Context: an optimization exercise on an open-source flow, tuned for small area. The choices shown serve that exercise and are no tape-out recipe.
Function was checked by simulation only, so behaviour that the tests miss may differ from the original.
Power is estimated from default activity; no workload was simulated.

### design/flow/flow/run.sh
#!/bin/bash
set -euo pipefail
CTS="-sink_clustering_enable -repair_clock_nets -dont_use_dummy_load"
CTS="$CTS -sink_clustering_size 15 -sink_clustering_max_diameter 80"
CTS="$CTS -buf_list sky130_fd_sc_hd__clkbuf_8"
bash standard.sh "CTS_ARGS=$CTS" \
    "BUFFER_PORTS_ARGS=-buffer_cell sky130_fd_sc_hd__buf_1" \
    finish > standard.log 2>&1
### design/flow/standard.sh
#!/bin/bash
# synth_recipe.tcl (not shown) runs the flow's synth.tcl, then flattens the netlist and writes it again
# the make line also repeats each setting of config.mk as NAME=value (left out here)
make -C /OpenROAD-flow-scripts/flow DESIGN_CONFIG=/design/flow/config.mk WORK_HOME=/design/flow/orfs CLKGATE_MAP_FILE= SYNTH_SCRIPT=/design/flow/synth_recipe.tcl "${@:-finish}"
### design/flow/config.mk
export PLATFORM = sky130hd
export DESIGN_NAME = sha1_channel_sched
export DESIGN_NICKNAME = sha1_channel_sched
export VERILOG_FILES = /design/flow/design.v
export SDC_FILE = /design/flow/constraint.sdc
export NUM_CORES = 4
export LEC_CHECK = 0
export CAP_MARGIN = 10
export CORE_MARGIN = 2
export CORE_UTILIZATION = 40
export GPL_TIMING_DRIVEN = 0
export PLACE_DENSITY = 0.75
export SETUP_SLACK_MARGIN = 0.2
export SLEW_MARGIN = 10
export SYNTH_HIERARCHICAL = 1
### design/flow/constraint.sdc
create_clock -name core_clock -period 9.0 [get_ports {sys_clk}]
set_input_delay 1.8000 -clock core_clock [delete_from_list [all_inputs] [get_ports {sys_clk}]]
set_output_delay 1.8000 -clock core_clock [all_outputs]
set_load 0.01 [all_outputs]
### design/flow/design.v
module sha1_sched_ao22 (
    input  logic a0, b0, a1, b1,
    output logic y
);
    assign y = (a0 & b0) | (a1 & b1);
endmodule
module sha1_sched_aoi222 (
    input  logic a0, b0, a1, b1, a2, b2,
    output logic y
);
    assign y = ~((a0 & b0) | (a1 & b1) | (a2 & b2));
endmodule
module sha1_sched_andor8 (
    input  logic [7:0] a,
    input  logic [7:0] b,
    output logic       y
);
    logic [1:0] t;
    sha1_sched_aoi222 u_t0 (.a0(a[0]), .b0(b[0]), .a1(a[1]), .b1(b[1]), .a2(a[2]), .b2(b[2]), .y(t[0]));
    sha1_sched_aoi222 u_t1 (.a0(a[3]), .b0(b[3]), .a1(a[4]), .b1(b[4]), .a2(a[5]), .b2(b[5]), .y(t[1]));
    assign y = ~&t | (a[6] & b[6]) | (a[7] & b[7]);
endmodule
module sha1_sched_rdmux #(
    parameter int N  = 64,
    parameter int TW = 14
) (
    input  logic [N-1:0]    sel,
    input  logic [N*TW-1:0] rows,
    output logic [TW-1:0]   out
);
    localparam int NT = N / 3;           
    localparam int NR = N - 3 * NT;      
    for (genvar b = 0; b < TW; b++) begin : g_bit
        logic [NT-1:0] t;                
        logic          r;
        for (genvar k = 0; k < NT; k++) begin : g_t
            sha1_sched_aoi222 u_t (
                .a0(sel[3*k]),   .b0(rows[(3*k)*TW + b]),
                .a1(sel[3*k+1]), .b1(rows[(3*k+1)*TW + b]),
                .a2(sel[3*k+2]), .b2(rows[(3*k+2)*TW + b]),
                .y(t[k])
            );
        end
        always_comb begin
            r = 1'b0;
            for (int i = 3 * NT; i < N; i++)
                r = r | (sel[i] & rows[i*TW + b]);
        end
        assign out[b] = ~&t | r;
    end
endmodule
module sha1_channel_sched #(
    parameter int CHANNEL_NUM_TOTAL = 64,
    parameter int CHANNEL_NUM_WIDTH = $clog2(CHANNEL_NUM_TOTAL),
    parameter int TAG_DATA_WIDTH    = 14,
    parameter int CNT_WIDTH         = $clog2(CHANNEL_NUM_TOTAL + 1)
) (
    input  logic                         sys_clk,
    input  logic                         sys_rst,
    input  logic                         alloc_req,
    input  logic [TAG_DATA_WIDTH-1:0]    alloc_tag,
    output logic                         alloc_ready,
    output logic                         alloc_gnt,
    output logic [CHANNEL_NUM_WIDTH-1:0] alloc_ch,
    input  logic                         rel_val,
    input  logic [CHANNEL_NUM_WIDTH-1:0] rel_ch,
    output logic                         rel_tag_val,
    output logic [TAG_DATA_WIDTH-1:0]    rel_tag,
    output logic [CNT_WIDTH-1:0]         free_cnt,
    output logic                         err_double_free
);
    localparam int N  = CHANNEL_NUM_TOTAL;
    localparam int W  = CHANNEL_NUM_WIDTH;
    localparam int TW = TAG_DATA_WIDTH;
    localparam int GW = W / 2;               
    localparam int GS = 1 << GW;             
    localparam int HW = W - GW;              
    localparam int NG = 1 << HW;             
    logic              init_q;       
    logic [W-1:0]      last_q;       
    logic [N-1:0]      free_q;       
    logic [CNT_WIDTH-1:0] free_cnt_q;
    logic              gnt_q;
    logic              rtv_q;
    logic              err_q;
    logic [W-1:0]      rel_ch_q;
    logic [N*TW-1:0]   tag_q;        
    logic              accept;
    logic              rel_free;
    logic              rel_ok;
    logic              rel_bad;
    logic [HW-1:0]     lg;
    logic [GW-1:0]     lo;
    logic [GS-1:0]     above;        
    logic [NG-1:0]     grp_gt, grp_eq;
    logic [NG-1:0]     any_free, any_hi;
    logic [2*NG-1:0]   cand, cand_pick;
    logic [NG-1:0]     grp_oh;       
    logic              use_above;    
    logic [GS-1:0]     vec;
    logic [GS-1:0]     off_oh;       
    logic [HW-1:0]     grp_bin;
    logic [GW-1:0]     off_bin;
    assign lg = last_q[W-1:GW];
    assign lo = last_q[GW-1:0];
    always_comb begin
        for (int j = 0; j < GS; j++)
            above[j] = GW'(j) > lo;
        for (int k = 0; k < NG; k++) begin
            grp_gt[k]   = HW'(k) > lg;
            grp_eq[k]   = HW'(k) == lg;
            any_free[k] = |free_q[k*GS +: GS];
        end
    end
    logic [NG-1:0]     hi_free;
    for (genvar k = 0; k < NG; k++) begin : g_hi
        sha1_sched_andor8 u_hi (.a(free_q[k*GS +: GS]), .b(above), .y(hi_free[k]));
        sha1_sched_ao22 u_any_hi (
            .a0(grp_gt[k]), .b0(any_free[k]), .a1(grp_eq[k]), .b1(hi_free[k]),
            .y(any_hi[k])
        );
    end
    sha1_sched_andor8 u_use_above (.a(grp_eq), .b(hi_free), .y(use_above));
    always_comb begin
        cand = {any_free, any_hi};
        for (int i = 0; i < 2 * NG; i++) begin
            cand_pick[i] = cand[i];
            for (int m = 0; m < i; m++)
                if (cand[m]) cand_pick[i] = 1'b0;
        end
        grp_oh = cand_pick[NG-1:0] | cand_pick[2*NG-1:NG];
    end
    logic [GS-1:0]     grp_free;
    for (genvar j = 0; j < GS; j++) begin : g_vec
        logic [NG-1:0] col;
        for (genvar k = 0; k < NG; k++) begin : g_col
            assign col[k] = free_q[k*GS + j];
        end
        sha1_sched_andor8 u_vec (.a(grp_oh), .b(col), .y(grp_free[j]));
    end
    always_comb begin
        vec = grp_free & (use_above ? above : '1);
        for (int j = 0; j < GS; j++) begin
            off_oh[j] = vec[j];
            for (int m = 0; m < j; m++)
                if (vec[m]) off_oh[j] = 1'b0;
        end
        grp_bin = '0;
        for (int k = 0; k < NG; k++)
            if (grp_oh[k]) grp_bin = grp_bin | HW'(k);
        off_bin = '0;
        for (int j = 0; j < GS; j++)
            if (off_oh[j]) off_bin = off_bin | GW'(j);
    end
    assign alloc_ready = (free_cnt_q != '0);
    assign accept      = alloc_req && alloc_ready;
    logic [NG-1:0]     grp_acc;
    logic [N-1:0]      we, nwe;
    assign grp_acc = accept ? grp_oh : '0;
    always_comb begin
        for (int i = 0; i < N; i++) begin
            we[i]  = grp_acc[i / GS] & off_oh[i % GS];
            nwe[i] = ~we[i];
        end
    end
    logic [NG-1:0]     rel_grp;
    logic [GS-1:0]     rel_off;
    logic [NG-1:0]     set_grp;      
    logic [GS-1:0]     set_off;
    always_comb begin
        for (int k = 0; k < NG; k++) rel_grp[k] = (rel_ch[W-1:GW] == HW'(k));
        for (int j = 0; j < GS; j++) rel_off[j] = (rel_ch[GW-1:0] == GW'(j));
    end
    logic [NG-1:0]     rel_grp_free;
    for (genvar k = 0; k < NG; k++) begin : g_relf
        sha1_sched_andor8 u_relf (.a(rel_off), .b(free_q[k*GS +: GS]), .y(rel_grp_free[k]));
    end
    sha1_sched_andor8 u_rel_free (.a(rel_grp), .b(rel_grp_free), .y(rel_free));
    assign rel_ok   = !init_q && rel_val && !rel_free;
    assign rel_bad  = !init_q && rel_val && rel_free;
    assign set_grp  = sys_rst ? '1 : (rel_ok ? rel_grp : '0);
    assign set_off  = sys_rst ? '1 : rel_off;
    logic [N-1:0]      free_d;
    for (genvar i = 0; i < N; i++) begin : g_free
        sha1_sched_ao22 u_free (
            .a0(free_q[i]), .b0(nwe[i]),
            .a1(set_grp[i / GS]), .b1(set_off[i % GS]),
            .y(free_d[i])
        );
    end
    always_ff @(posedge sys_clk)
        free_q <= free_d;
    always_ff @(posedge sys_clk) begin
        if (sys_rst) begin
            init_q     <= 1'b1;
            last_q     <= W'(N - 1);
            free_cnt_q <= '0;
            gnt_q      <= 1'b0;
            rtv_q      <= 1'b0;
            err_q      <= 1'b0;
        end else begin
            gnt_q <= accept;
            rtv_q <= rel_ok;
            if (init_q) begin
                last_q <= last_q + 1'b1;
                if (last_q == W'(N - 2)) begin
                    init_q     <= 1'b0;
                    free_cnt_q <= CNT_WIDTH'(N);
                end
            end else begin
                if (accept)
                    last_q <= {grp_bin, off_bin};
                if (rel_bad)
                    err_q <= 1'b1;
                free_cnt_q <= free_cnt_q + CNT_WIDTH'(rel_ok) - CNT_WIDTH'(accept);
            end
        end
    end
    always_ff @(posedge sys_clk)
        rel_ch_q <= rel_ch;
    logic [N*TW-1:0]   tag_d;
    for (genvar i = 0; i < N; i++) begin : g_row
        for (genvar b = 0; b < TW; b++) begin : g_bit
            sha1_sched_ao22 u_hold (
                .a0(we[i]),  .b0(alloc_tag[b]),
                .a1(nwe[i]), .b1(tag_q[i*TW + b]),
                .y(tag_d[i*TW + b])
            );
        end
    end
    always_ff @(posedge sys_clk)
        tag_q <= tag_d;
    logic [N-1:0]      rd_oh;
    always_comb
        for (int i = 0; i < N; i++)
            rd_oh[i] = (rel_ch_q == W'(i));
    sha1_sched_rdmux #(.N(N), .TW(TW)) u_rdmux (
        .sel(rd_oh), .rows(tag_q), .out(rel_tag)
    );
    assign alloc_gnt       = gnt_q;
    assign alloc_ch        = last_q;
    assign rel_tag_val     = rtv_q;
    assign free_cnt        = free_cnt_q;
    assign err_double_free = err_q;
endmodule
==> results of run 1 <==
-- kinds of logic after synthesis --
group,Yosys count
AO/OA/AOI/OAI,1426
XOR/XNOR,6
adder cells (fa/ha/maj),14
buffers and inverters,70
flip-flops,983
other,1
AND/OR/NAND/NOR,529
-- sequential cells by signal, indices dropped and copies added, names as in the netlist --
signal	count
gnt_q	1
tag_q	896
init_q	1
last_q	6
free_cnt_q	7
free_q	64
rel_ch_q	6
err_q	1
rtv_q	1
-- Yosys stat by module (local to each module, per instance), excerpt --
module	cells	area, um^2	flip-flops and latches	times used
sha1_sched_andor8	2	12.5	0	26
sha1_sched_ao22	1	8.76	0	968
sha1_channel_sched	1536	22500	983	1
sha1_sched_aoi222	1	10.0	0	346
-- routing by layer --
metal	GRT usage (%)	up-vias	wire (um)
met5	0	-	60
met4	10.7	10	5580
met3	8.14	351	16900
met2	39.0	2181	53800
met1	37.4	15300	52300
li1	-	13200	-
-- cell usage after synthesis (2+ instances only) --
cell type	instances	share of area (%)
a22oi_1	32	0.67
a32o_1	2	0.056
a21oi_1	15	0.21
o41ai_1	2	0.049
nand2_1	140	1.5
nand2b_1	4	0.070
inv_1	33	0.35
and2_1	10	0.18
nand3_1	56	0.79
o22ai_1	2	0.035
a222oi_1	346	9.7
nand2_2	11	0.19
o21ai_1	4	0.056
and3_1	6	0.11
ha_1	13	0.46
nor2_2	8	0.14
nor2_4	2	0.063
nor4_4	3	0.18
nand4_1	59	1.0
a22o_1	968	24
nor3b_1	5	0.11
buf_4	4	0.084
a211oi_1	6	0.13
clkbuf_1	24	0.25
xor2_1	5	0.12
nor3_1	16	0.22
buf_2	5	0.070
nor4_2	2	0.070
or4_1	2	0.042
o31ai_1	4	0.084
a211oi_2	10	0.35
o21bai_1	2	0.042
or2_2	9	0.16
dfxtp_1	983	55
nor2_1	149	1.6
inv_2	2	0.021
a41oi_1	3	0.074
o21ai_0	10	0.14
a31oi_1	4	0.070
nor2b_1	8	0.14
o211a_1	2	0.056
nor4_1	31	0.54
-- area by class of cell --
class                           count  area, um^2  area share (%)
Sequential cell                   983       19700            50.7
Multi-Input combinational cell   1976       15700            40.4
Tap cell                         1165        1460            3.76
Clock buffer                       76        1050            2.70
Timing Repair Buffer               76         633            1.63
Buffer                             35         160           0.413
Inverter                           35         131           0.339
Antenna cell                        3        7.51          0.0193
-- power by group through the flow --
stage	logic [mW]	clock network, mW	registers [mW]
detailed placement	2.40	0	6.12
global placement	2.30	0	6.11
floorplan	1.60	0	5.97
global route	2.66	2.31	6.19
finish	2.50	2.14	6.08
CTS	2.41	2.16	6.05
-- path summary, 6_finish.rpt --
check             startpoint          to  slack [ps]  cells after the start
setup / recovery   last_q[1]  tag_q[868]        1050                     20
setup reg to reg   last_q[1]  tag_q[868]        1050                     20
hold / removal    tag_q[689]  tag_q[689]         470                      1
hold reg to reg   tag_q[689]  tag_q[689]         470                      1
==> results.toml, run 1 <==
[outcome]
status = "no timing/DRC/antenna violations"

[floorplan]
die_x_um = 302
io_pins = 55
die_h_um = 302
core_region_area_mm2 = 0.0884
dieArea_mm2 = 0.0914
start_util_pct = 40.3
rows = 109

[timing]
setup_viol = 0
timing.final.crit_share_pct = 88.3
whs_ps = 470
final_hold_viol_count = 0
finalWorstSetupSlack_ps = 1050
relSlewSlack_pct = 12.0
worst_pin_slew_ps = 1310
fmax_ghz = 0.126
period_minus_slack_ps = 7950
drv_slew = 0
rsz0062_at_grt = "no"
setup_tns_ps = 0
clock_skew_ps = 70.6

[detailed_routing]
avgRoutedWirePerCell_um = 29.6
drtIter0Drc = 6313
ant_nets = 0
remaining_drc_errors = 0
routed_wl_um = 129000
firstDrtPassIters = 11
vias = 31100
viasPerCell = 7.14

[critical_path]
crit_fanout = 14
cp.arrival_ps = 8630
crit_chain = "buf_2 > clkbuf_1 > nor3_1 > a222oi_1 > nand3_1 > a22o_1 > nor4_2 > nand4_2 > nor4_4 > a22oi_1 > inv_2 > a222oi_1 > nand3_1 > a21boi_0 > o21ai_1 > o21ai_1 > nor2b_1 > nand4_1 > nor2_1 > a22o_1"
end_kind = "flip-flop"
critPathRequiredTime_ps = 9680
critPathTopFamily = "simple AND/OR/NAND/NOR gates"
worst_path_largest_cell_delay_ps = 1350
start_kind = "flip-flop"
critPathKind = "reg2reg"
cp_slowest_cell = "nor2_1"
path_buf_inv = 3

[place]
pre_cts_slack_ps = 1330
gp_congestion = 1.02
placed_cell_area_mm2 = 0.0377
dp_hpwl_um = 85800
dpl.cell_count = 4270
io_buffers = 54

[grt]
grt_remaining_overflow = 0
grt_antenna_before_repair = 8
grt_pass1_wl_um = 189000
grt_max_degree = 41
grt_pass1_vias = 28700
grt_use_total_pct = 26.9

[synthesis]
yosys.area_share.simple_pct = 7.31
synth-compound-area-share_pct = 35.9
synth_flop_cell = "dfxtp_1"
synth.yosys.seq_area_share_pct = 55.3
avgSynthCellArea_um2 = 11.8
synth_top_family_by_area = "compound AO/OA/AOI/OAI gates"
yosys_warnings = 8
synth_fp_nets = 3067
synthCells = 3029
syn_area_mm2 = 0.0356
synth_fa_ha_area_share_pct = 0.513
synth_xor_area_share_pct = 0.148
synthArstFlopShare_pct = 0
synth_edf_count = 0
ys_types = 69
ys_ff_latch = 983
muxShareOfSynthArea_pct = 0

[layout]
area.growth.synth_to_final_pct = 8.96
final_nets = 3221
mostFrequentLayoutCell = "dfxtp_1"
final_util_pct = 43.9
fin_area_mm2 = 0.0388
n_fill_cell = 8289
final_cell_mix = "dfxtp_1, a22o_1, a222oi_1, nor2_1, nand2_1"
fin_cells = 4349
drive_gt1_share_pct = 5.85

[power_and_ir_drop]
intPower_mw = 7.27
power.share.clock_pct = 20.0
peakVddDrop_v = 0.000170
power.leakage_nw = 14.3
combinationalPowerShare_pct = 23.3
finalPower_mw = 10.7
swShare_pct = 32.2
powerDensity_mw_per_mm2 = 277
seqPwrFrac_pct = 56.7
p_sw_mw = 3.46

[cts]
cts_buffers = 76
clk_path_buf_depth = 3
cts_tree = "built"
ctsHoldBuffers = 0
cts_resized = 0
htree_levels = 3
postCtsSetupBuffers = 0
clk_pin_slew_ps = 100
cts_root_buf = "clkbuf_8"
cts_sinks = 983
clk_latency_ps = 730

[min_path]
worstHoldPathType = "reg2reg"

[run]
cap_violations = 0
==> inputs of run 2 (changes only) <==
--- a/design/flow/config.mk
+++ b/design/flow/config.mk
@@ -9,7 +9,6 @@
 export CORE_MARGIN = 2
 export CORE_UTILIZATION = 40
 export GPL_TIMING_DRIVEN = 0
-export PLACE_DENSITY = 0.75
 export SETUP_SLACK_MARGIN = 0.2
 export SLEW_MARGIN = 10
 export SYNTH_HIERARCHICAL = 1
==> results.toml, run 2 <==
[cts]
cts_sinks = 983
postCtsSetupBuffers = 0
clk_pin_slew_ps = 90
clk_path_buf_depth = 3
clk_latency_ps = 740
cts_root_buf = "clkbuf_8"
cts_buffers = 77
cts_tree = "built"
cts_resized = 0
htree_levels = 3
ctsHoldBuffers = 0

[min_path]
hold_end = "tag_q[185]"
hp-start = "tag_q[185]"
hold_depth = 1
worstHoldPathType = "reg2reg"

[synthesis]
synthArstFlopShare_pct = 0
yosys_warnings = 8
synthTopCellsByArea = "dfxtp_1, a22o_1, a222oi_1"
syn_area_mm2 = 0.0356
ys_ff_latch = 983
avgSynthCellArea_um2 = 11.8
synthCells = 3029
synth_flop_cell = "dfxtp_1"
ys_types = 69
synth_fp_nets = 3067
synthTopCellsByCount = "dfxtp_1, a22o_1, a222oi_1"
synth.yosys.seq_area_share_pct = 55.3
synth_top_area_share_pct = 55.3
synth_most_common_cell = "dfxtp_1"
synth_edf_count = 0
synth_top_area_cell = "dfxtp_1"

[grt]
grt_remaining_overflow = 0
grt_pass1_vias = 29700
grt_pass1_wl_um = 206000
grt_use_total_pct = 30.0
grt_max_degree = 41
grt_antenna_before_repair = 7

[layout]
multi_input_area_mm2 = 0.0157
area.growth.synth_to_final_pct = 9.09
largest_register_ffs = 896
ff_latch_area_mm2 = 0.0197
mostFrequentLayoutCell = "dfxtp_1"
final_cell_mix = "dfxtp_1, a22o_1, a222oi_1, nand2_1, nor2_1"
top_register = "tag_q"
n_fill_cell = 8150
drive_gt1_share_pct = 6.22
reg.largest.list = "tag_q (896), free_q (64), free_cnt_q (7)"
final_nets = 3225

[critical_path]
end_kind = "flip-flop"
r2r_slack_ps = 580
crit_fanout = 14
critPathRequiredTime_ps = 9590
critPathKind = "reg2reg"
r2r_start = "last_q[1]"
start_kind = "flip-flop"
reg2reg_depth = 20
timing.rr.end = "tag_q[209]"
cp.arrival_ps = 9010

[floorplan]
die_x_um = 302
rows = 109
io_pins = 55
start_util_pct = 40.3
core_region_area_mm2 = 0.0884
dieArea_mm2 = 0.0914
die_h_um = 302

[timing]
relSlewSlack_pct = 5.53
rsz0062_at_grt = "no"
period_minus_slack_ps = 8420
setup_tns_ps = 0
clock_skew_ps = 103
whs_ps = 477
worst_pin_slew_ps = 1420
fmax_ghz = 0.119
final_hold_viol_count = 0
timing.final.crit_share_pct = 93.6
setup_viol = 0
drv_slew = 0

[place]
io_buffers = 54
dp_hpwl_um = 96600
gp_congestion = 0.987

[power_and_ir_drop]
finalPower_mw = 10.9
peakVddDrop_v = 0.000174
powerDensity_mw_per_mm2 = 279
power.leakage_nw = 14.3

[detailed_routing]
remaining_drc_errors = 0
viasPerCell = 7.25
route.met2.wl_um = 60300
vias = 31600
avgRoutedWirePerCell_um = 32.8
routed.top_layer = "met5"
firstDrtPassIters = 10
wl_met3_um = 16700
ant_nets = 0
wl_met1_um = 58700
drtIter0Drc = 5877
routed_wl_um = 143000

[outcome]
status = "no timing/DRC/antenna violations"

[run]
cap_violations = 0
[run 2: worst max-delay path by stage]
| stage | from | endpoint | slack, ps | cells past startpoint |
|---|---|---|---|---|
| after floorplan | last_q[1] | tag_q[420] | 3600 | 21 |
| after CTS | last_q[1] | tag_q[89] | 960 | 20 |
| after detailed placement | last_q[1] | tag_q[95] | 960 | 20 |
| final | last_q[1] | tag_q[209] | 580 | 20 |
| after global routing | last_q[1] | tag_q[877] | 290 | 20 |
| after global placement | last_q[1] | tag_q[421] | 350 | 21 |
[run 2: where the power goes]
group | leakage [nW] | switching (mW) | internal, mW
logic | 5.80 | 1.52 | 1.07
clock network | 0.554 | 1.40 | 0.769
registers | 7.96 | 0.648 | 5.45
[run 2: kinds of logic (layout without fill, tap and decap cells)]
kind of cell             after synthesis  after routing  share of synthesized area (%)
other                                  1              5                         0.0105
AND/OR/NAND/NOR                      529            529                           7.31
flip-flops                           983            983                           55.3
XOR/XNOR                               6              6                          0.148
AO/OA/AOI/OAI                       1426           1426                           35.9
adder cells (fa/ha/maj)               14             14                          0.513
buffers and inverters                 70            226                          0.819
[run 2: layout make-up]
| cell class | count | area share (%) |
|---|---|---|
| flip-flops and latches | 983 | 50.7 |
| plain buffers | 35 | 0.412 |
| diodes | 4 | 0.0258 |
| clock buffers | 77 | 2.73 |
| repair buffers | 79 | 1.68 |
| multi-input cells | 1976 | 40.4 |
| well taps | 1165 | 3.75 |
| inverters | 35 | 0.338 |
[run 2: through the flow]
stage	utilization [%]	cells	worst slack (ps)	instance area, um^2
floorplan	-	3029	3600	35600
global placement	42.2	4248	352	37300
detailed placement	42.7	4271	965	37700
CTS	43.9	4348	959	38800
global route	44.0	4351	291	38800
finish	44.0	4354	579	38900
[run 2: worst max-delay path, stage by stage (launching register included)]
cell	delay, ps
dfxtp_1	370
buf_2	190
clkbuf_1	240
nor3_1	1050
a222oi_1	230
nand3_1	340
a22o_1	250
nor4_2	80
nand4_2	140
nor2_1	70
a21oi_1	450
inv_1	280
a222oi_1	560
nand3_1	270
a21boi_0	200
o21ai_1	270
o21ai_1	260
nor2b_1	300
nand4_1	1090
nor2_1	1370
a22o_1	280
[run 2: per-module statistics from Yosys (local to each module, per instance), excerpt]
| module | area [um^2] | cells | copies in the design | flops+latches |
|---|---|---|---|---|
| sha1_sched_aoi222 | 10.0 | 1 | 346 | 0 |
| sha1_sched_andor8 | 12.5 | 2 | 26 | 0 |
| sha1_sched_ao22 | 8.76 | 1 | 968 | 0 |
| sha1_channel_sched | 22500 | 1536 | 1 | 983 |
[run 2: layer usage]
layer	vias up	GRT usage, %
li1	13300	-
met3	330	7.51
met2	2174	43.8
met4	2	13.5
met1	15800	41.8
met5	-	0
==> inputs of run 3 (changes only) <==
==> design/flow/flow/run.sh (replaced) <==
#!/bin/bash
set -euo pipefail
CTS="-sink_clustering_enable -repair_clock_nets -dont_use_dummy_load"
CTS="$CTS -sink_clustering_size 8 -sink_clustering_max_diameter 40"
CTS="$CTS -buf_list sky130_fd_sc_hd__clkbuf_4"
bash standard.sh "CTS_ARGS=$CTS" \
    "BUFFER_PORTS_ARGS=-buffer_cell sky130_fd_sc_hd__buf_1" \
    finish > standard.log 2>&1
--- a/design/flow/config.mk
+++ b/design/flow/config.mk
@@ -9,6 +9,7 @@
 export CORE_MARGIN = 2
 export CORE_UTILIZATION = 40
 export GPL_TIMING_DRIVEN = 0
+export PLACE_DENSITY = 0.7
 export SETUP_SLACK_MARGIN = 0.2
 export SLEW_MARGIN = 10
 export SYNTH_HIERARCHICAL = 1
==> results.toml, run 3 <==
[layout]
drive_gt1_share_pct = 8.32
final_cell_mix = "dfxtp_1, a22o_1, a222oi_1, clkbuf_4, nor2_1"
reg.largest.list = "tag_q (896), free_q (64), free_cnt_q (7)"
mostFrequentLayoutCell = "dfxtp_1"
fin_area_mm2 = 0.0389
largest_register_ffs = 896
area.growth.synth_to_final_pct = 9.21
ff_latch_area_mm2 = 0.0197
multi_input_area_mm2 = 0.0157
n_fill_cell = 8475
final_nets = 3299
top_register = "tag_q"

[detailed_routing]
avgRoutedWirePerCell_um = 30.8
firstDrtPassIters = 12
viasPerCell = 7.11
routed_wl_um = 137000
drtIter0Drc = 5499
vias = 31500
remaining_drc_errors = 0
ant_nets = 0

[outcome]
status = "no timing/DRC/antenna violations"

[synthesis]
synth_edf_count = 0
avgSynthCellArea_um2 = 11.8
synth.yosys.seq_area_share_pct = 55.3
synthCells = 3029
synth_top_area_cell = "dfxtp_1"
ys_types = 69
ys_ff_latch = 983
syn_area_mm2 = 0.0356
synth_most_common_cell = "dfxtp_1"
synth_top_area_share_pct = 55.3
synth_flop_cell = "dfxtp_1"
synth_fp_nets = 3067
synthTopCellsByCount = "dfxtp_1, a22o_1, a222oi_1"
yosys_warnings = 8
synthArstFlopShare_pct = 0
synthTopCellsByArea = "dfxtp_1, a22o_1, a222oi_1"

[place]
placed_cell_area_mm2 = 0.0377
io_buffers = 54
dp_hpwl_um = 89800
gp_congestion = 1.02

[timing]
clock_skew_ps = 121
final_hold_viol_count = 0
drv_slew = 0
worst_pin_slew_ps = 1400
timing.final.crit_share_pct = 94.6
rsz0062_at_grt = "no"
period_minus_slack_ps = 8520
setup_viol = 0
fmax_ghz = 0.117
relSlewSlack_pct = 6.40
setup_tns_ps = 0

[grt]
grt_remaining_overflow = 0
grt_pass1_vias = 29300
grt_antenna_before_repair = 4
grt_max_degree = 38
grt_pass1_wl_um = 198000
grt_use_total_pct = 28.8

[cts]
htree_levels = 4
cts_sinks = 983
cts_resized = 0
clk_latency_ps = 1100
postCtsSetupBuffers = 0
ctsHoldBuffers = 0
cts_buffers = 153
cts_tree = "built"
clk_path_buf_depth = 3
cts_root_buf = "clkbuf_4"
clk_pin_slew_ps = 90

[critical_path]
worst_path_largest_cell_delay_ps = 1390
cp_slowest_cell = "nor2_1"
crit_chain = "buf_2 > inv_1 > ha_1 > nor4_2 > buf_4 > a222oi_1 > nand3_1 > a22o_1 > nor4_2 > nand4_2 > nor2_1 > a21oi_1 > inv_1 > a222oi_1 > nand3_1 > a21boi_0 > o21ai_1 > o21ai_1 > nor2b_1 > nand4_1 > nor2_1 > a22o_1"
end_kind = "flip-flop"
critPathRequiredTime_ps = 9960
crit_fanout = 14
critPathKind = "reg2reg"
r2r_slack_ps = 480
start_kind = "flip-flop"
cp.arrival_ps = 9480

[power_and_ir_drop]
peakVddDrop_v = 0.000184
powerDensity_mw_per_mm2 = 281
power.leakage_nw = 14.4

[min_path]
worstHoldPathType = "reg2reg"

[floorplan]
dieArea_mm2 = 0.0914
rows = 109
io_pins = 55
die_h_um = 302
core_region_area_mm2 = 0.0884
start_util_pct = 40.3
die_x_um = 302

[run]
cap_violations = 0
==> run 3: cell counts after synthesis <==
No cell type changed its count.
==> run 3: per-module statistics from Yosys, one instance, submodules excluded, a selection <==
module | times used | area (um^2)
sha1_sched_ao22 | 968 | 8.76
sha1_channel_sched | 1 | 22500
sha1_sched_andor8 | 26 | 12.5
sha1_sched_aoi222 | 346 | 10.0
==> run 3: power by group <==
group	switching [mW]	internal (mW)
Sequential	0.627	5.45
Combinational	1.54	1.06
Clock	1.48	0.779
Total	3.65	7.29
==> run 3: area by class of cell <==
type | count | area share [%]
Buffer | 35 | 0.412
Multi-Input combinational cell | 1976 | 40.4
Antenna cell | 7 | 0.0450
Timing Repair Buffer | 77 | 1.54
Clock buffer | 153 | 2.95
Inverter | 35 | 0.338
Tap cell | 1165 | 3.75
Sequential cell | 983 | 50.6
==> run 3: logic make-up (layout without fill, tap and decap cells) <==
kind of cell | after synthesis | in the layout | share of synthesized area (%)
AO/OA/AOI/OAI | 1426 | 1426 | 35.9
flip-flops | 983 | 983 | 55.3
adder cells (fa/ha/maj) | 14 | 14 | 0.513
buffers and inverters | 70 | 300 | 0.819
other | 1 | 8 | 0.0105
AND/OR/NAND/NOR | 529 | 529 | 7.31
XOR/XNOR | 6 | 6 | 0.148
==> run 3: worst paths after layout <==
path,end,start,depth (start not counted)
max,tag_q[94],last_q[1],22
min,tag_q[654],tag_q[654],1
max reg2reg,tag_q[94],last_q[1],22
min reg2reg,tag_q[654],tag_q[654],1
==> run 3: per-layer routing <==
metal | GRT usage (%) | wire [um] | part of all wire (%) | vias up
met5 | 0 | 10 | 0.0073 | -
met4 | 13.8 | 6630 | 4.9 | 2
met3 | 8.44 | 17200 | 13 | 361
met2 | 40.2 | 56400 | 41 | 2156
met1 | 40.5 | 56300 | 41 | 15600
li1 | - | - | - | 13400
==> run 3: metrics by stage <==
| step | cells | hold WS (ps) | total power [mW] | setup slack (ps) | util [%] |
|---|---|---|---|---|---|
| after floorplan | 3029 | 438 | 7.57 | 3600 | - |
| after global placement | 4248 | 450 | 8.50 | -195 | 42.2 |
| after detailed placement | 4271 | 451 | 8.61 | 798 | 42.7 |
| after CTS | 4424 | 471 | 10.8 | 794 | 44.0 |
| after global routing | 4429 | 483 | 11.4 | 443 | 44.0 |
| final | 4431 | 470 | 10.9 | 484 | 44.0 |
==> run 3: worst max-delay path: cells and delay by family (launching register included) <==
| kind | cells | cell delay, ps |
|---|---|---|
| fa+ha+maj | 1 | 240 |
| buf+inv | 4 | 890 |
| flops | 1 | 430 |
| simple gates | 9 | 4360 |
| compound gates | 8 | 2460 |
==> inputs of run 4 (changes only) <==
==> design/flow/flow/run.sh (replaced) <==
#!/bin/bash
set -euo pipefail
CTS="-sink_clustering_enable -repair_clock_nets -dont_use_dummy_load"
CTS="$CTS -sink_clustering_size 10 -sink_clustering_max_diameter 50"
CTS="$CTS -buf_list sky130_fd_sc_hd__clkbuf_4"
bash standard.sh "CTS_ARGS=$CTS" \
    "BUFFER_PORTS_ARGS=-buffer_cell sky130_fd_sc_hd__buf_1" \
    finish > standard.log 2>&1
--- a/design/flow/config.mk
+++ b/design/flow/config.mk
@@ -9,7 +9,6 @@
 export CORE_MARGIN = 2
 export CORE_UTILIZATION = 40
 export GPL_TIMING_DRIVEN = 0
-export PLACE_DENSITY = 0.7
 export SETUP_SLACK_MARGIN = 0.2
 export SLEW_MARGIN = 10
 export SYNTH_HIERARCHICAL = 1
==> results.toml, run 4 <==
[detailed_routing]
ant_nets = 0
viasPerCell = 7.21
avgRoutedWirePerCell_um = 32.5
drtIter0Drc = 5901
firstDrtPassIters = 10
routed_wl_um = 143000
remaining_drc_errors = 0
vias = 31700

[grt]
grt_use_met1_pct = 42.0
grt_max_degree = 41
grt_pass1_wl_um = 207000
grt_antenna_before_repair = 8
grtUsageMet3_pct = 7.58
grt_use_total_pct = 30.2
grt_most_used_layer = "met2"
grt_remaining_overflow = 0
grt_pass1_vias = 30100
use_met2_pct = 44.0

[layout]
largest_register_ffs = 896
mostFrequentLayoutCell = "dfxtp_1"
fin_cells = 4395
fin_area_mm2 = 0.0387
top_register = "tag_q"
n_fill_cell = 8208
drive_gt1_share_pct = 7.35
final_nets = 3264
reg.largest.list = "tag_q (896), free_q (64), free_cnt_q (7)"
final_util_pct = 43.8
final_cell_mix = "dfxtp_1, a22o_1, a222oi_1, nand2_1, nor2_1"
area.growth.synth_to_final_pct = 8.57

[synthesis]
synth_top_area_share_pct = 55.3
synthCells = 3029
synth_most_common_cell = "dfxtp_1"
synthTopCellsByCount = "dfxtp_1, a22o_1, a222oi_1"
yosys_warnings = 8
synth_top_area_cell = "dfxtp_1"
syn_area_mm2 = 0.0356
synth_flop_cell = "dfxtp_1"
ys_types = 69
synth_fp_nets = 3067
synth.yosys.seq_area_share_pct = 55.3
ys_ff_latch = 983
synth_edf_count = 0
synthArstFlopShare_pct = 0
synthTopCellsByArea = "dfxtp_1, a22o_1, a222oi_1"
avgSynthCellArea_um2 = 11.8

[floorplan]
dieArea_mm2 = 0.0914
die_x_um = 302
die_h_um = 302
rows = 109
core_region_area_mm2 = 0.0884
io_pins = 55
start_util_pct = 40.3

[timing]
rsz0062_at_grt = "no"
finalWorstSetupSlack_ps = 678
final_hold_viol_count = 0
setup_viol = 0
setup_tns_ps = 0
fmax_ghz = 0.120
whs_ps = 477
worst_pin_slew_ps = 1410
timing.final.crit_share_pct = 92.5
clock_skew_ps = 206
relSlewSlack_pct = 5.85
period_minus_slack_ps = 8320
drv_slew = 0

[critical_path]
end_kind = "flip-flop"
crit_fanout = 14
cp.arrival_ps = 9160
critPathKind = "reg2reg"
start_kind = "flip-flop"
critPathRequiredTime_ps = 9840

[cts]
clk_path_buf_depth = 3
postCtsSetupBuffers = 0
cts_sinks = 983
cts_tree = "built"
cts_resized = 0
cts_buffers = 115
clk_pin_slew_ps = 90
cts_root_buf = "clkbuf_4"
clk_latency_ps = 1050
ctsHoldBuffers = 0
htree_levels = 3

[place]
io_buffers = 54
dp_hpwl_um = 96600
dpl.cell_count = 4271
placed_cell_area_mm2 = 0.0377
gp_congestion = 0.987
pre_cts_slack_ps = 965

[power_and_ir_drop]
finalPower_mw = 10.7
peakVddDrop_v = 0.000176
powerDensity_mw_per_mm2 = 276
power.leakage_nw = 14.3

[min_path]
worstHoldPathType = "reg2reg"

[run]
cap_violations = 0

[outcome]
status = "no timing/DRC/antenna violations"
-- run 4: worst max-delay path: stages (launching register included) --
cell and delay (ps):
dfxtp_1 370, buf_2 190, clkbuf_1 240, nor3_1 1030, a222oi_1 240, nand3_1 320, a22o_1 240, nor4_2 80
nand4_2 140, nor2_1 70, a21oi_1 440, inv_1 270, a222oi_1 610, nand3_1 280, a21boi_0 200, o21ai_1 280
o21ai_1 260, nor2b_1 300, nand4_1 1080, nor2_1 1350, a22o_1 270
-- run 4: logic make-up after synthesis --
family	after synthesis	share of synthesized area, %
compound gates	1426	35.9
xor+xnor	6	0.148
fa+ha+maj	14	0.513
buf+inv	70	0.819
flops	983	55.3
other cells	1	0.0105
simple gates	529	7.31
-- run 4: layout make-up --
cell class / count / area, um^2 / area share [%]
multi-input cells: 1976 / 15700 / 40.6
inverters: 35 / 131 / 0.340
diodes: 6 / 15.0 / 0.0388
clock buffers: 115 / 863 / 2.23
repair buffers: 80 / 662 / 1.71
plain buffers: 35 / 160 / 0.414
well taps: 1165 / 1460 / 3.77
flip-flops and latches: 983 / 19700 / 50.9
-- run 4: final timing paths --
kind | from | to | slack, ps | depth (start not counted)
worst min register to register | tag_q[780] | tag_q[780] | 480 | 1
worst max register to register | last_q[1] | tag_q[876] | 680 | 20
worst min-delay path | tag_q[780] | tag_q[780] | 480 | 1
worst max-delay path | last_q[1] | tag_q[876] | 680 | 20
-- run 4: per-module statistics from Yosys (local to each module, per instance), excerpt --
module | flops+latches | cell area (um^2) | cells | times used
sha1_channel_sched | 983 | 22500 | 1536 | 1
sha1_sched_andor8 | 0 | 12.5 | 2 | 26
sha1_sched_ao22 | 0 | 8.76 | 1 | 968
sha1_sched_aoi222 | 0 | 10.0 | 1 | 346
-- run 4: power breakdown --
group	switching [mW]	internal [mW]	total (mW)
clock	1.41	0.582	1.99
sequential	0.648	5.45	6.09
combinational	1.52	1.07	2.59
-- run 4: layer usage --
layer | share of wire (%) | wire (um)
met1 | 41 | 59000
met2 | 42 | 60300
met3 | 12 | 16700
met4 | 4.9 | 6960
met5 | 0.020 | 28
==> inputs of run 5 (changes only) <==
--- a/design/flow/config.mk
+++ b/design/flow/config.mk
@@ -9,6 +9,7 @@
 export CORE_MARGIN = 2
 export CORE_UTILIZATION = 40
 export GPL_TIMING_DRIVEN = 0
+export PLACE_DENSITY = 0.75
 export SETUP_SLACK_MARGIN = 0.2
 export SLEW_MARGIN = 10
 export SYNTH_HIERARCHICAL = 1
==> results.toml, run 5 <==
[synthesis]
synth_fp_nets = 3067
ys_ff_latch = 983
synth_edf_count = 0
synthCells = 3029
synth_most_common_cell = "dfxtp_1"
avgSynthCellArea_um2 = 11.8
synthArstFlopShare_pct = 0
syn_area_mm2 = 0.0356
synthTopCellsByArea = "dfxtp_1, a22o_1, a222oi_1"
synth_top_area_share_pct = 55.3
synth_top_area_cell = "dfxtp_1"
synth_flop_cell = "dfxtp_1"
synthTopCellsByCount = "dfxtp_1, a22o_1, a222oi_1"
ys_types = 69
yosys_warnings = 8
synth.yosys.seq_area_share_pct = 55.3

[cts]
cts_resized = 0
cts_sinks = 983
clk_latency_ps = 1030
cts_root_buf = "clkbuf_4"
clk_path_buf_depth = 3
htree_levels = 3
cts_tree = "built"
cts_buffers = 112
clk_pin_slew_ps = 80
postCtsSetupBuffers = 0
ctsHoldBuffers = 0

[floorplan]
dieArea_mm2 = 0.0914
rows = 109
die_h_um = 302
start_util_pct = 40.3
die_x_um = 302
core_region_area_mm2 = 0.0884
io_pins = 55

[detailed_routing]
viasPerCell = 7.14
drtIter0Drc = 6125
firstDrtPassIters = 12
ant_nets = 0
remaining_drc_errors = 0
routed_wl_um = 129000
avgRoutedWirePerCell_um = 29.4
vias = 31300

[min_path]
worstHoldPathType = "reg2reg"

[critical_path]
crit_chain = "buf_2 > clkbuf_1 > nor3_1 > a222oi_1 > nand3_1 > a22o_1 > nor4_2 > nand4_2 > nor4_4 > a22oi_1 > inv_2 > a222oi_1 > nand3_1 > a21boi_0 > o21ai_1 > o21ai_1 > nor2b_1 > nand4_1 > nor2_1 > a22o_1"
cp.arrival_ps = 8860
start_kind = "flip-flop"
crit_fanout = 14
critPathRequiredTime_ps = 9830
critPathTopFamily = "simple AND/OR/NAND/NOR gates"
end_kind = "flip-flop"
path_buf_inv = 3
critPathKind = "reg2reg"
worst_path_largest_cell_delay_ps = 1340
cp_slowest_cell = "nor2_1"

[timing]
worst_pin_slew_ps = 1500
setup_tns_ps = 0
final_hold_viol_count = 0
setup_viol = 0
relSlewSlack_pct = -0.722
period_minus_slack_ps = 8030
clock_skew_ps = 142
fmax_ghz = 0.125
rsz0062_at_grt = "no"
timing.final.crit_share_pct = 89.2
drv_slew = 1

[layout]
top_register = "tag_q"
n_fill_cell = 8322
final_cell_mix = "dfxtp_1, a22o_1, a222oi_1, nor2_1, nand2_1"
reg.largest.list = "tag_q (896), free_q (64), free_cnt_q (7)"
final_nets = 3257
area.growth.synth_to_final_pct = 8.39
largest_register_ffs = 896
mostFrequentLayoutCell = "dfxtp_1"
drive_gt1_share_pct = 6.87
final_util_pct = 43.7

[place]
gp_congestion = 1.02
io_buffers = 54
dp_hpwl_um = 85800

[power_and_ir_drop]
power.leakage_nw = 14.3
peakVddDrop_v = 0.000170
powerDensity_mw_per_mm2 = 273

[grt]
grt_pass1_vias = 29100
grt_max_degree = 41
grt_remaining_overflow = 0
grt_use_total_pct = 27.1
grt_pass1_wl_um = 190000
grt_antenna_before_repair = 7

[outcome]
status = "finished with violations"
so.violations = "max-capacitance violations, max-slew violations"

[run]
cap_violations = 2
-- run 5: power breakdown --
part,switching (mW),internal (mW),leakage (nW)
Sequential,0.637,5.44,7.96
Clock,1.40,0.567,0.515
Combinational,1.43,1.07,5.79
Total,3.47,7.08,14.3
-- run 5: through the flow --
step                      cells  hold WS [ps]  setup slack [ps]  cell area [um^2]  total power [mW]
after floorplan            3029           438              3600             35600              7.57
final                      4389           467               968             38600              10.6
after detailed placement   4270           452              1330             37700              8.53
after CTS                  4382           471              1280             38600              10.4
after global routing       4384           489               544             38600              11.0
after global placement     4248           451               857             37300              8.41
-- run 5: cells by family (layout without fill, tap and decap cells) --
logic type | after synthesis | count (layout) | synth area share [%]
buffers and inverters | 70 | 258 | 0.819
AND/OR/NAND/NOR | 529 | 529 | 7.31
flip-flops | 983 | 983 | 55.3
other | 1 | 8 | 0.0105
AO/OA/AOI/OAI | 1426 | 1426 | 35.9
adder cells (fa/ha/maj) | 14 | 14 | 0.513
XOR/XNOR | 6 | 6 | 0.148
-- run 5: path summary, 6_finish.rpt --
kind	startpoint	cells past startpoint	slack, ps	to
setup / recovery	last_q[1]	20	970	tag_q[205]
hold / removal	tag_q[689]	1	470	tag_q[689]
setup reg to reg	last_q[1]	20	970	tag_q[205]
hold reg to reg	tag_q[689]	1	470	tag_q[689]
-- run 5: cell type report --
class / instances / area (um^2) / share of cell area [%]
flip-flops and latches: 983 / 19700 / 51.0
multi-input cells: 1976 / 15700 / 40.6
well taps: 1165 / 1460 / 3.78
clock buffers: 112 / 841 / 2.18
repair buffers: 76 / 633 / 1.64
plain buffers: 35 / 160 / 0.415
inverters: 35 / 131 / 0.340
diodes: 7 / 17.5 / 0.0454
-- run 5: worst reg2reg max path: cells and delay by family, from the launching register on --
family / cells / cell delay (ps)
buffers and inverters: 3 / 630
AND/OR/NAND/NOR: 9 / 4460
AO/OA/AOI/OAI: 8 / 2460
flip-flops: 1 / 340
-- run 5: routing by layer --
metal | global-route usage (%) | vias to the layer above | share of wire (%)
met4 | 11.8 | 4 | 4.9
li1 | - | 13300 | -
met1 | 37.3 | 15400 | 41
met2 | 38.7 | 2201 | 41
met3 | 8.64 | 414 | 13
met5 | 0 | - | 0.016
-- run 5: per-module statistics from Yosys (local to each module, per instance), a selection --
module	flops+latches	copies in the design	cell area, um^2	cells inside
sha1_sched_ao22	0	968	8.76	1
sha1_sched_aoi222	0	346	10.0	1
sha1_channel_sched	983	1	22500	1536
sha1_sched_andor8	0	26	12.5	2
==> inputs of run 6 (changes only) <==
==> design/flow/flow/run.sh (replaced) <==
#!/bin/bash
set -euo pipefail
CTS="-sink_clustering_enable -repair_clock_nets -dont_use_dummy_load"
CTS="$CTS -sink_clustering_size 10 -sink_clustering_max_diameter 50"
CTS="$CTS -buf_list \"sky130_fd_sc_hd__clkbuf_4 sky130_fd_sc_hd__clkbuf_8\""
bash standard.sh "CTS_ARGS=$CTS" \
    "BUFFER_PORTS_ARGS=-buffer_cell sky130_fd_sc_hd__buf_1" \
    finish > standard.log 2>&1
--- a/design/flow/config.mk
+++ b/design/flow/config.mk
@@ -9,7 +9,6 @@
 export CORE_MARGIN = 2
 export CORE_UTILIZATION = 40
 export GPL_TIMING_DRIVEN = 0
-export PLACE_DENSITY = 0.75
 export SETUP_SLACK_MARGIN = 0.2
 export SLEW_MARGIN = 10
 export SYNTH_HIERARCHICAL = 1
==> results.toml, run 6 <==
[synthesis]
ys_ff_latch = 983
syn_area_mm2 = 0.0356
synth_most_common_cell = "dfxtp_1"
synthTopCellsByCount = "dfxtp_1, a22o_1, a222oi_1"
synthCells = 3029
synth_fp_nets = 3067
yosys_warnings = 8
synth_edf_count = 0
synth_flop_cell = "dfxtp_1"
synthTopCellsByArea = "dfxtp_1, a22o_1, a222oi_1"
synth.yosys.seq_area_share_pct = 55.3
avgSynthCellArea_um2 = 11.8
synth_top_area_cell = "dfxtp_1"
synth_top_area_share_pct = 55.3
synthArstFlopShare_pct = 0
ys_types = 69

[place]
io_buffers = 54
dp_hpwl_um = 96600
dpl.cell_count = 4271
gp_congestion = 0.987

[floorplan]
start_util_pct = 40.3
die_h_um = 302
io_pins = 55
rows = 109
die_x_um = 302

[outcome]
tool.error = "[ERROR STA-0564] clock_tree_synthesis positional arguments not supported."
failing_step = "clock tree synthesis (4_1_cts)"
status = "stopped before the end"
## run 6: cell counts after synthesis
No cell type changed its count.
## run 6: cell families after synthesis
kind of cell | synth area share [%]
buffers and inverters | 0.819
XOR/XNOR | 0.148
flip-flops | 55.3
other | 0.0105
AO/OA/AOI/OAI | 35.9
adder cells (fa/ha/maj) | 0.513
AND/OR/NAND/NOR | 7.31
## run 6: stage by stage
stage | utilization (%) | hold slack [ps] | worst slack [ps] | area, um^2 | power [mW]
after floorplan | - | 438 | 3600 | 35600 | 7.57
after global placement | 42.2 | 451 | 352 | 37300 | 8.46
after detailed placement | 42.7 | 451 | 965 | 37700 | 8.63
## run 6: Yosys stat by module, one instance, submodules excluded, excerpt
module              flip-flops and latches  cells inside  times used  cell area, um^2
sha1_channel_sched                     983          1536           1            22500
sha1_sched_andor8                        0             2          26             12.5
sha1_sched_aoi222                        0             1         346             10.0
sha1_sched_ao22                          0             1         968             8.76
## run 6: worst max path at each step
stage               startpoint    endpoint  slack (ps)  depth (start not counted)
floorplan            last_q[1]  tag_q[420]        3600                         21
global placement     last_q[1]  tag_q[421]         350                         21
detailed placement   last_q[1]   tag_q[95]         960                         20
## run 6: power by group through the flow
stage	registers, mW	clock network, mW	logic [mW]
2_1_floorplan	5.97	0	1.60
3_3_place_gp	6.08	0	2.38
3_5_place_dp	6.14	0	2.49
==> inputs of run 7 (changes only) <==
==> design/flow/run.sh (new file) <==
#!/bin/bash
# synth_recipe.tcl (not shown) runs the flow's synth.tcl, then flattens the netlist and writes it again
# the make line also repeats each setting of config.mk as NAME=value (left out here)
make -C /OpenROAD-flow-scripts/flow DESIGN_CONFIG=/design/flow/config.mk WORK_HOME=/design/flow/orfs CLKGATE_MAP_FILE= SYNTH_SCRIPT=/design/flow/synth_recipe.tcl finish
--- a/design/flow/config.mk
+++ b/design/flow/config.mk
@@ -8,7 +8,9 @@
 export CAP_MARGIN = 10
 export CORE_MARGIN = 2
 export CORE_UTILIZATION = 40
+export CTS_BUF_LIST = sky130_fd_sc_hd__clkbuf_8
+export CTS_CLUSTER_DIAMETER = 80
+export CTS_CLUSTER_SIZE = 15
 export GPL_TIMING_DRIVEN = 0
-export SETUP_SLACK_MARGIN = 0.2
 export SLEW_MARGIN = 10
 export SYNTH_HIERARCHICAL = 1
removed: design/flow/flow/run.sh
removed: design/flow/standard.sh
==> results.toml, run 7 <==
[outcome]
status = "no timing/DRC/antenna violations"

[synthesis]
muxShareOfSynthArea_pct = 0
synth.yosys.seq_area_share_pct = 55.3
synth_xor_area_share_pct = 0.148
ys_types = 69
yosys.area_share.simple_pct = 7.31
synthTopCellsByCount = "dfxtp_1, a22o_1, a222oi_1"
synthArstFlopShare_pct = 0
avgSynthCellArea_um2 = 11.8
synth-compound-area-share_pct = 35.9
synth_top_area_share_pct = 55.3
synth_edf_count = 0
synthCells = 3029
synth_flop_cell = "dfxtp_1"
synth_fp_nets = 3067
synth_fa_ha_area_share_pct = 0.513
synthTopCellsByArea = "dfxtp_1, a22o_1, a222oi_1"
ys_ff_latch = 983
yosys_warnings = 8
synth_most_common_cell = "dfxtp_1"
synth_top_area_cell = "dfxtp_1"
synth_top_family_by_area = "compound AO/OA/AOI/OAI gates"
syn_area_mm2 = 0.0356

[critical_path]
critPathRequiredTime_ps = 9660
worst_path_largest_cell_delay_ps = 1050
crit_fanout = 16
end_kind = "flip-flop"
crit_chain = "buf_2 > clkbuf_1 > nor3_1 > a222oi_1 > nand3_1 > a22o_1 > nor4_4 > nand4_2 > nor4_4 > a22oi_1 > inv_2 > a222oi_1 > nand3_1 > a21boi_0 > o21ai_1 > o21ai_1 > nor2_1 > nand2_1 > inv_1 > a22o_1"
cp.arrival_ps = 9250
start_kind = "flip-flop"
critPathKind = "reg2reg"
cp_slowest_cell = "nor3_1"

[cts]
cts_tree = "built"
cts_buffers = 76
cts_sinks = 983
htree_levels = 3
ctsHoldBuffers = 0
postCtsSetupBuffers = 0
cts_resized = 0
clk_pin_slew_ps = 100
clk_latency_ps = 730
cts_root_buf = "clkbuf_8"
clk_path_buf_depth = 3

[timing]
worst_pin_slew_ps = 1390
clock_skew_ps = 41.1
setup_viol = 0
final_hold_viol_count = 0
relSlewSlack_pct = 6.75
setup_tns_ps = 0
rsz0062_at_grt = "no"
timing.final.crit_share_pct = 95.4
period_minus_slack_ps = 8590
drv_slew = 0
fmax_ghz = 0.116

[floorplan]
dieArea_mm2 = 0.0914
rows = 109
die_x_um = 302
start_util_pct = 40.3
io_pins = 55
die_h_um = 302
core_region_area_mm2 = 0.0884

[place]
io_buffers = 54
dp_hpwl_um = 94600
dpl.cell_count = 4268
gp_congestion = 1.03
placed_cell_area_mm2 = 0.0380

[detailed_routing]
route.met2.wl_um = 59400
avgRoutedWirePerCell_um = 32.8
wl_met1_um = 58700
viasPerCell = 7.29
wl_met3_um = 17300
drtIter0Drc = 5953
routed_wl_um = 143000
vias = 31800
ant_nets = 0
remaining_drc_errors = 0
firstDrtPassIters = 9
routed.top_layer = "met5"

[run]
cap_violations = 0

[grt]
grt_max_degree = 65
grt_remaining_overflow = 0
grt_pass1_wl_um = 207000
grt_antenna_before_repair = 4
grt_use_total_pct = 30.0
grt_pass1_vias = 29900

[power_and_ir_drop]
peakVddDrop_v = 0.000155
finalPower_mw = 11.0
powerDensity_mw_per_mm2 = 280
power.leakage_nw = 14.5

[layout]
fin_cells = 4359
final_cell_mix = "dfxtp_1, a22o_1, a222oi_1, nor2_1, nand2_1"
largest_register_ffs = 896
mostFrequentLayoutCell = "dfxtp_1"
fin_area_mm2 = 0.0392
final_nets = 3221
n_fill_cell = 8139
ff_latch_area_mm2 = 0.0197
top_register = "tag_q"
area.growth.synth_to_final_pct = 10.1
drive_gt1_share_pct = 6.23
multi_input_area_mm2 = 0.0157
reg.largest.list = "tag_q (896), free_q (64), free_cnt_q (7)"

[min_path]
worstHoldPathType = "reg2reg"
==> run 7: cell counts after synthesis <==
Identical to the previous run, type by type.
==> run 7: layout make-up <==
cell class                 count  share of cell area, %
tap                         1165                   3.72
inverter                      35                  0.335
clock inverter                 9                  0.233
multi-input combinational   1976                   40.0
buffer                        35                  0.408
antenna                        2                 0.0128
clock buffer                  78                   2.74
sequential                   983                   50.2
timing repair buffer          76                   2.37
==> run 7: metal layers <==
metal,global-route usage (%),vias up
met2,42.7,2188
met5,0,-
met1,42.2,16000
met3,7.98,341
li1,-,13200
met4,14.0,2
==> run 7: worst paths after layout <==
path,startpoint,end,slack (ps),cells past startpoint
setup / recovery,last_q[1],tag_q[60],410,20
hold / removal,tag_q[820],tag_q[820],480,1
setup reg to reg,last_q[1],tag_q[60],410,20
hold reg to reg,tag_q[820],tag_q[820],480,1
==> run 7: cell families after synthesis <==
group / after synthesis
xor gates and xnor gates: 6
AOI/OAI and AO/OA: 1426
adders and majority gates: 14
DFF: 983
other: 1
and+or+nand+nor: 529
buffers and inverters: 70
==> run 7: critical path, delay by kind of cell (launching register included) <==
| kind | cells | cell delay (ps) |
|---|---|---|
| buffers and inverters | 4 | 1480 |
| flip-flops | 1 | 390 |
| AND/OR/NAND/NOR | 8 | 3970 |
| AO/OA/AOI/OAI | 8 | 2660 |
==> run 7: through the flow <==
stage | hold WS [ps] | setup slack, ps | util (%)
detailed placement | 451 | 917 | 43.0
finish | 478 | 415 | 44.4
global route | 488 | 340 | 44.4
global placement | 451 | 165 | 42.6
CTS | 479 | 873 | 44.3
floorplan | 438 | 3600 | -
==> run 7: power breakdown <==
group	switching (mW)	total (mW)	internal [mW]	leakage, nW
Clock	1.43	2.25	0.822	0.610
Sequential	0.649	6.09	5.45	7.96
Combinational	1.51	2.62	1.11	5.90
Total	3.58	11.0	7.38	14.5
==> run 7: modules after synthesis, one instance, submodules excluded, a selection <==
module              area (um^2)  copies in the design  flip-flops and latches
sha1_channel_sched        22500                     1                     983
sha1_sched_andor8          12.5                    26                       0
sha1_sched_ao22            8.76                   968                       0
sha1_sched_aoi222          10.0                   346                       0

-- afterwards: timing with drivers on the ports --
Ports are ideal in the flow. The routed layouts listed here were re-timed in OpenROAD.
Step 1 (the two cells are an assumption about what drives the block):
set clk [get_ports {sys_clk}]
set_driving_cell -lib_cell sky130_fd_sc_hd__clkbuf_16 $clk
set_driving_cell -lib_cell sky130_fd_sc_hd__buf_2 [delete_from_list [all_inputs] $clk]
Step 2 also shifts input and output timing later by t, the mid clock arrival at the registers, as if the neighbouring blocks saw the same clock.
a / b / c = no drivers / after step 1 / after step 2; a / b = the first two.
run | shift t [ns] | setup WS [ns] | latest minus earliest clock arrival (ns)
run 1 | 0.764 | 1.050 / 1.050 / 1.050 | 0.078 / 0.079
run 2 | 0.753 | 0.579 / 0.579 / 0.579 | 0.103 / 0.102
run 3 | 1.095 | 0.484 / 0.484 / 0.484 | 0.146 / 0.146
run 4 | 1.006 | 0.678 / 0.678 / 0.678 | 0.206 / 0.206
run 5 | 1.030 | 0.968 / 0.968 / 0.968 | 0.148 / 0.148
run 7 | 0.774 | 0.415 / 0.415 / 0.415 | 0.041 / 0.041
